Context: an optimization exercise on an open-source flow, tuned for small area and a short achievable clock period. The choices shown serve that exercise and are no tape-out recipe. The RTL was checked by simulation tests, not by an equivalence proof against the original design. No activity file was given, so power comes from the tool's default toggle rates.

## etapa_decodificacion
module etapa_decodificacion #(
   parameter int DATA_W = 32,
   parameter int NREG   = 32,
   parameter int REG_AW = 5
) (
   input  logic              clk,
   input  logic              rst,
   input  logic [31:0]       instruccion,
   input  logic              in_valid,
   output logic              in_ready,
   input  logic              sel,
   input  logic              sel2,
   input  logic              flush,
   input  logic              we,
   input  logic [REG_AW-1:0] wr_addr,
   input  logic [DATA_W-1:0] wr_data,
   output logic [DATA_W-1:0] salida1,
   output logic [DATA_W-1:0] salida2,
   output logic [3:0]        salida3,
   output logic [REG_AW-1:0] dest,
   output logic              out_valid,
   input  logic              out_ready
);
For scale: roughly 1100 flip-flops, ~0.043 sq mm of cells after synthesis.
Settings: LEC_CHECK=0, ABC_CLOCK_PERIOD_IN_PS=1000, CAP_MARGIN=20, CORE_MARGIN=2, CORE_UTILIZATION=55, CTS_BUF_LIST=sky130_fd_sc_hd__clkbuf_8 sky130_fd_sc_hd__clkbuf_4, SETUP_SLACK_MARGIN=2.6, SLEW_MARGIN=20, SYNTH_HIERARCHICAL=1; clock period 5.0 ns.
standard.sh (not shown) runs the stock make flow with config.mk's settings and CLKGATE_MAP_FILE= SYNTH_SCRIPT=/design/flow/synth_recipe.tcl, a recipe that flattens the netlist after the stock synthesis.
==> flow/flow/run.sh <==
#!/bin/bash
# The standard layout (the standard.sh, standard synthesis unchanged), with
# these placement, resizing and clock-tree settings changed:
#  - input and output ports are buffered with buf_2 instead of the buffer
#    buffer_ports picks by itself (a delay cell on this platform);
#  - the resizer may change a cell to one of another footprint;
#  - clock-tree synthesis clusters up to 14 sinks per leaf buffer and inserts
#    no dummy loads (clock buffers from the same list as config.mk's).
# make's full output goes to flow_make.log in this folder; ORFS keeps each
# tool's own log under orfs/logs/.
set -euo pipefail
bash standard.sh \
  MATCH_CELL_FOOTPRINT=0 \
  "BUFFER_PORTS_ARGS=-buffer_cell sky130_fd_sc_hd__buf_2" \
  "CTS_ARGS=-sink_clustering_enable -repair_clock_nets -dont_use_dummy_load -sink_clustering_size 14 -sink_clustering_max_diameter 50 -buf_list {sky130_fd_sc_hd__clkbuf_8 sky130_fd_sc_hd__clkbuf_4}" \
  finish > flow_make.log 2>&1
The first run passed the timing, design-rule and antenna checks.
Rerun with:
--- a/flow/config.mk
+++ b/flow/config.mk
@@ -15 +15,2 @@
 export SYNTH_HIERARCHICAL = 1
+export TNS_END_PERCENT = 20
What happened: The changed run produced a clean layout. Synthesized area stays the same. Non-clock buffer count drops by 38. Setup slack gets worse by 0.21 ns. Via count shrinks by 0.64%. Die area does not change. Utilization fell by 0.72 points. Wire length fell by 0.83%. First-iteration DRC count goes up by 1.4%.

---

etapa_decodificacion, a different RTL version from the one above (not shown whole).
Size: about 3900 cells after synthesis, ~1100 flip-flops, ~150 I/O pins, roughly 43000 um^2 of cells after synthesis.
export LEC_CHECK = 0
export ABC_CLOCK_PERIOD_IN_PS = 1000
export CAP_MARGIN = 20
export CORE_MARGIN = 2
export CORE_UTILIZATION = 55
export CTS_BUF_LIST = sky130_fd_sc_hd__clkbuf_8 sky130_fd_sc_hd__clkbuf_4
export SETUP_SLACK_MARGIN = 2.6
export SLEW_MARGIN = 20
export SYNTH_HIERARCHICAL = 1
create_clock -name core_clock -period 5.0 [get_ports {clk}]
==> flow/flow/run.sh <==
#!/bin/bash
# The standard layout (the standard.sh, standard synthesis unchanged), with
# two placement/resizing settings changed:
#  - input and output ports are buffered with buf_2 instead of the buffer
#    buffer_ports picks by itself (a delay cell on this platform);
#  - the resizer may change a cell to one of another footprint, so those port
#    buffers can be resized like any other buffer.
# make's full output goes to flow_make.log in this folder; ORFS keeps each
# tool's own log under orfs/logs/.
set -euo pipefail
bash standard.sh \
  MATCH_CELL_FOOTPRINT=0 \
  "BUFFER_PORTS_ARGS=-buffer_cell sky130_fd_sc_hd__buf_2" \
  finish > flow_make.log 2>&1
Rerun with:
==> flow/flow/run.sh (replaced) <==
#!/bin/bash
# The standard layout (the standard.sh, standard synthesis unchanged), with
# these placement, resizing and clock-tree settings changed:
#  - input and output ports are buffered with buf_2 instead of the buffer
#    buffer_ports picks by itself (a delay cell on this platform);
#  - the resizer may change a cell to one of another footprint;
#  - clock-tree synthesis clusters up to 14 sinks per leaf buffer and inserts
#    no dummy loads (clock buffers from the same list as config.mk's).
# make's full output goes to flow_make.log in this folder; ORFS keeps each
# tool's own log under orfs/logs/.
set -euo pipefail
bash standard.sh \
  MATCH_CELL_FOOTPRINT=0 \
  "BUFFER_PORTS_ARGS=-buffer_cell sky130_fd_sc_hd__buf_2" \
  "CTS_ARGS=-sink_clustering_enable -repair_clock_nets -dont_use_dummy_load -sink_clustering_size 14 -sink_clustering_max_diameter 50 -buf_list {sky130_fd_sc_hd__clkbuf_8 sky130_fd_sc_hd__clkbuf_4}" \
  finish > flow_make.log 2>&1
SETUP_SLACK_MARGIN = 2.8   (was 2.6)
Effect: Wire length rose by 9.1%; final area rose by 2.8%; hold slack improved by 0.068 ns; clock power fell by 38%.

---

Another version of the RTL of etapa_decodificacion (not shown whole).
Size: roughly 3900 cells after synthesis, roughly 1100 flip-flops, about 150 I/O pins, ~43000 sq um of cells after synthesis.
clock: 5.0 ns
lec_check: 0
abc_clock_period_in_ps: 1000
cap_margin: 20
core_margin: 2
core_utilization: 55
cts_buf_list: sky130_fd_sc_hd__clkbuf_16
cts_cluster_diameter: 60
cts_cluster_size: 25
setup_slack_margin: 2.6
slew_margin: 20
synth_hierarchical: 1
==> flow/flow/run.sh <==
#!/bin/bash
# The standard layout (the standard.sh, standard synthesis unchanged), with
# two placement/resizing settings changed:
#  - input and output ports are buffered with buf_2 instead of the buffer
#    buffer_ports picks by itself (a delay cell on this platform);
#  - the resizer may change a cell to one of another footprint, so those port
#    buffers can be resized like any other buffer.
# make's full output goes to flow_make.log in this folder; ORFS keeps each
# tool's own log under orfs/logs/.
set -euo pipefail
bash standard.sh \
  MATCH_CELL_FOOTPRINT=0 \
  "BUFFER_PORTS_ARGS=-buffer_cell sky130_fd_sc_hd__buf_2" \
  finish > flow_make.log 2>&1
The first run completed with no timing, DRC or antenna violations.
==> next run, changes <==
CTS_BUF_LIST = sky130_fd_sc_hd__clkbuf_8 sky130_fd_sc_hd__clkbuf_4   (was sky130_fd_sc_hd__clkbuf_16)
CTS_CLUSTER_DIAMETER = default   (was 60)
CTS_CLUSTER_SIZE = default   (was 25)
Synthesized area does not change.
Combinational power goes down by 7.5%.
Core utilization falls by 2.7 points.
Final cell count goes up by 0.59%.
Worst setup slack improves by 0.25 ns.
Power came out higher by 4.4%.

---

RTL: one of the versions met above, not the one the previous note started from.
Size: about 3900 cells after synthesis, roughly 150 I/O pins, roughly 43000 sq um of cells after synthesis.
Settings: LEC_CHECK=0, ABC_CLOCK_PERIOD_IN_PS=1000, CAP_MARGIN=20, CORE_MARGIN=2, CORE_UTILIZATION=55, CTS_BUF_LIST=sky130_fd_sc_hd__clkbuf_8 sky130_fd_sc_hd__clkbuf_4, SETUP_SLACK_MARGIN=2.5, SLEW_MARGIN=20, SYNTH_HIERARCHICAL=1; clock period 5.0 ns.
==> flow/flow/run.sh <==
#!/bin/bash
# The standard layout (the standard.sh, standard synthesis unchanged), with
# these placement, resizing and clock-tree settings changed:
#  - input and output ports are buffered with buf_2 instead of the buffer
#    buffer_ports picks by itself (a delay cell on this platform);
#  - the resizer may change a cell to one of another footprint;
#  - clock-tree synthesis clusters up to 14 sinks per leaf buffer and inserts
#    no dummy loads (clock buffers from the same list as config.mk's).
# make's full output goes to flow_make.log in this folder; ORFS keeps each
# tool's own log under orfs/logs/.
set -euo pipefail
bash standard.sh \
  MATCH_CELL_FOOTPRINT=0 \
  "BUFFER_PORTS_ARGS=-buffer_cell sky130_fd_sc_hd__buf_2" \
  "CTS_ARGS=-sink_clustering_enable -repair_clock_nets -dont_use_dummy_load -sink_clustering_size 14 -sink_clustering_max_diameter 50 -buf_list {sky130_fd_sc_hd__clkbuf_8 sky130_fd_sc_hd__clkbuf_4}" \
  finish > flow_make.log 2>&1
The starting point ran to the end with no violations.
Rerun with:
- SETUP_SLACK_MARGIN: 2.5 -> 2.6
- TNS_END_PERCENT: default -> 20
What happened: Maximum frequency goes up by 6.1%; clock-buffer cell count goes down by 1; wire length barely changes.
Rerun with:
- TNS_END_PERCENT: 20 -> default
The new run ran to the end with no violations. Non-clock buffer count came out higher by 26. Final area climbs by 0.68%. Worst setup slack improved by 0.088 ns. Wire length shrinks by 1.2%. Count of clock-buffer cells in the layout came out lower by 1. Power barely changes.

[port drivers added, routing unchanged]
In the flow no input, the clock included, has a driving cell. The finished layouts below were timed again as built, in two steps. Step 1: set_driving_cell puts a clkbuf_16 on clk and a buf_2 on each other input, an assumption about the parent block. Step 2, shift: input delay + t, output delay - t, t = (earliest + latest rising clock arrival at the registers) / 2. This alone moves slack from input paths to output paths. Three values: no drivers, after step 1, after step 2; two values: the first two.
run	t, ns	slack for setup (ns)	cell pins on the clock port's net
the first run of note 1	0.816	2.498 / 2.448 / 1.632	1
the second run of note 1	0.817	2.284 / 2.321 / 1.504	1
the first run of note 2	0.903	2.442 / 2.340 / 1.437	1
the second run of note 2	0.821	2.473 / 2.301 / 1.481	1
the first run of note 3	0.749	2.179 / 2.141 / 1.392	1
the second run of note 3	0.914	2.429 / 2.360 / 1.482	1
the first run of note 4	0.798	2.277 / 2.285 / 1.486	1
the second run of note 4	0.810	2.433 / 2.401 / 1.604	1
the third run of note 4	0.805	2.521 / 2.346 / 1.540	1
After both steps every run listed still meets setup and hold. The setup slack of the first run of note 2, which loses most, moves by -0.102 ns with the drivers and by -1.005 ns with both steps.
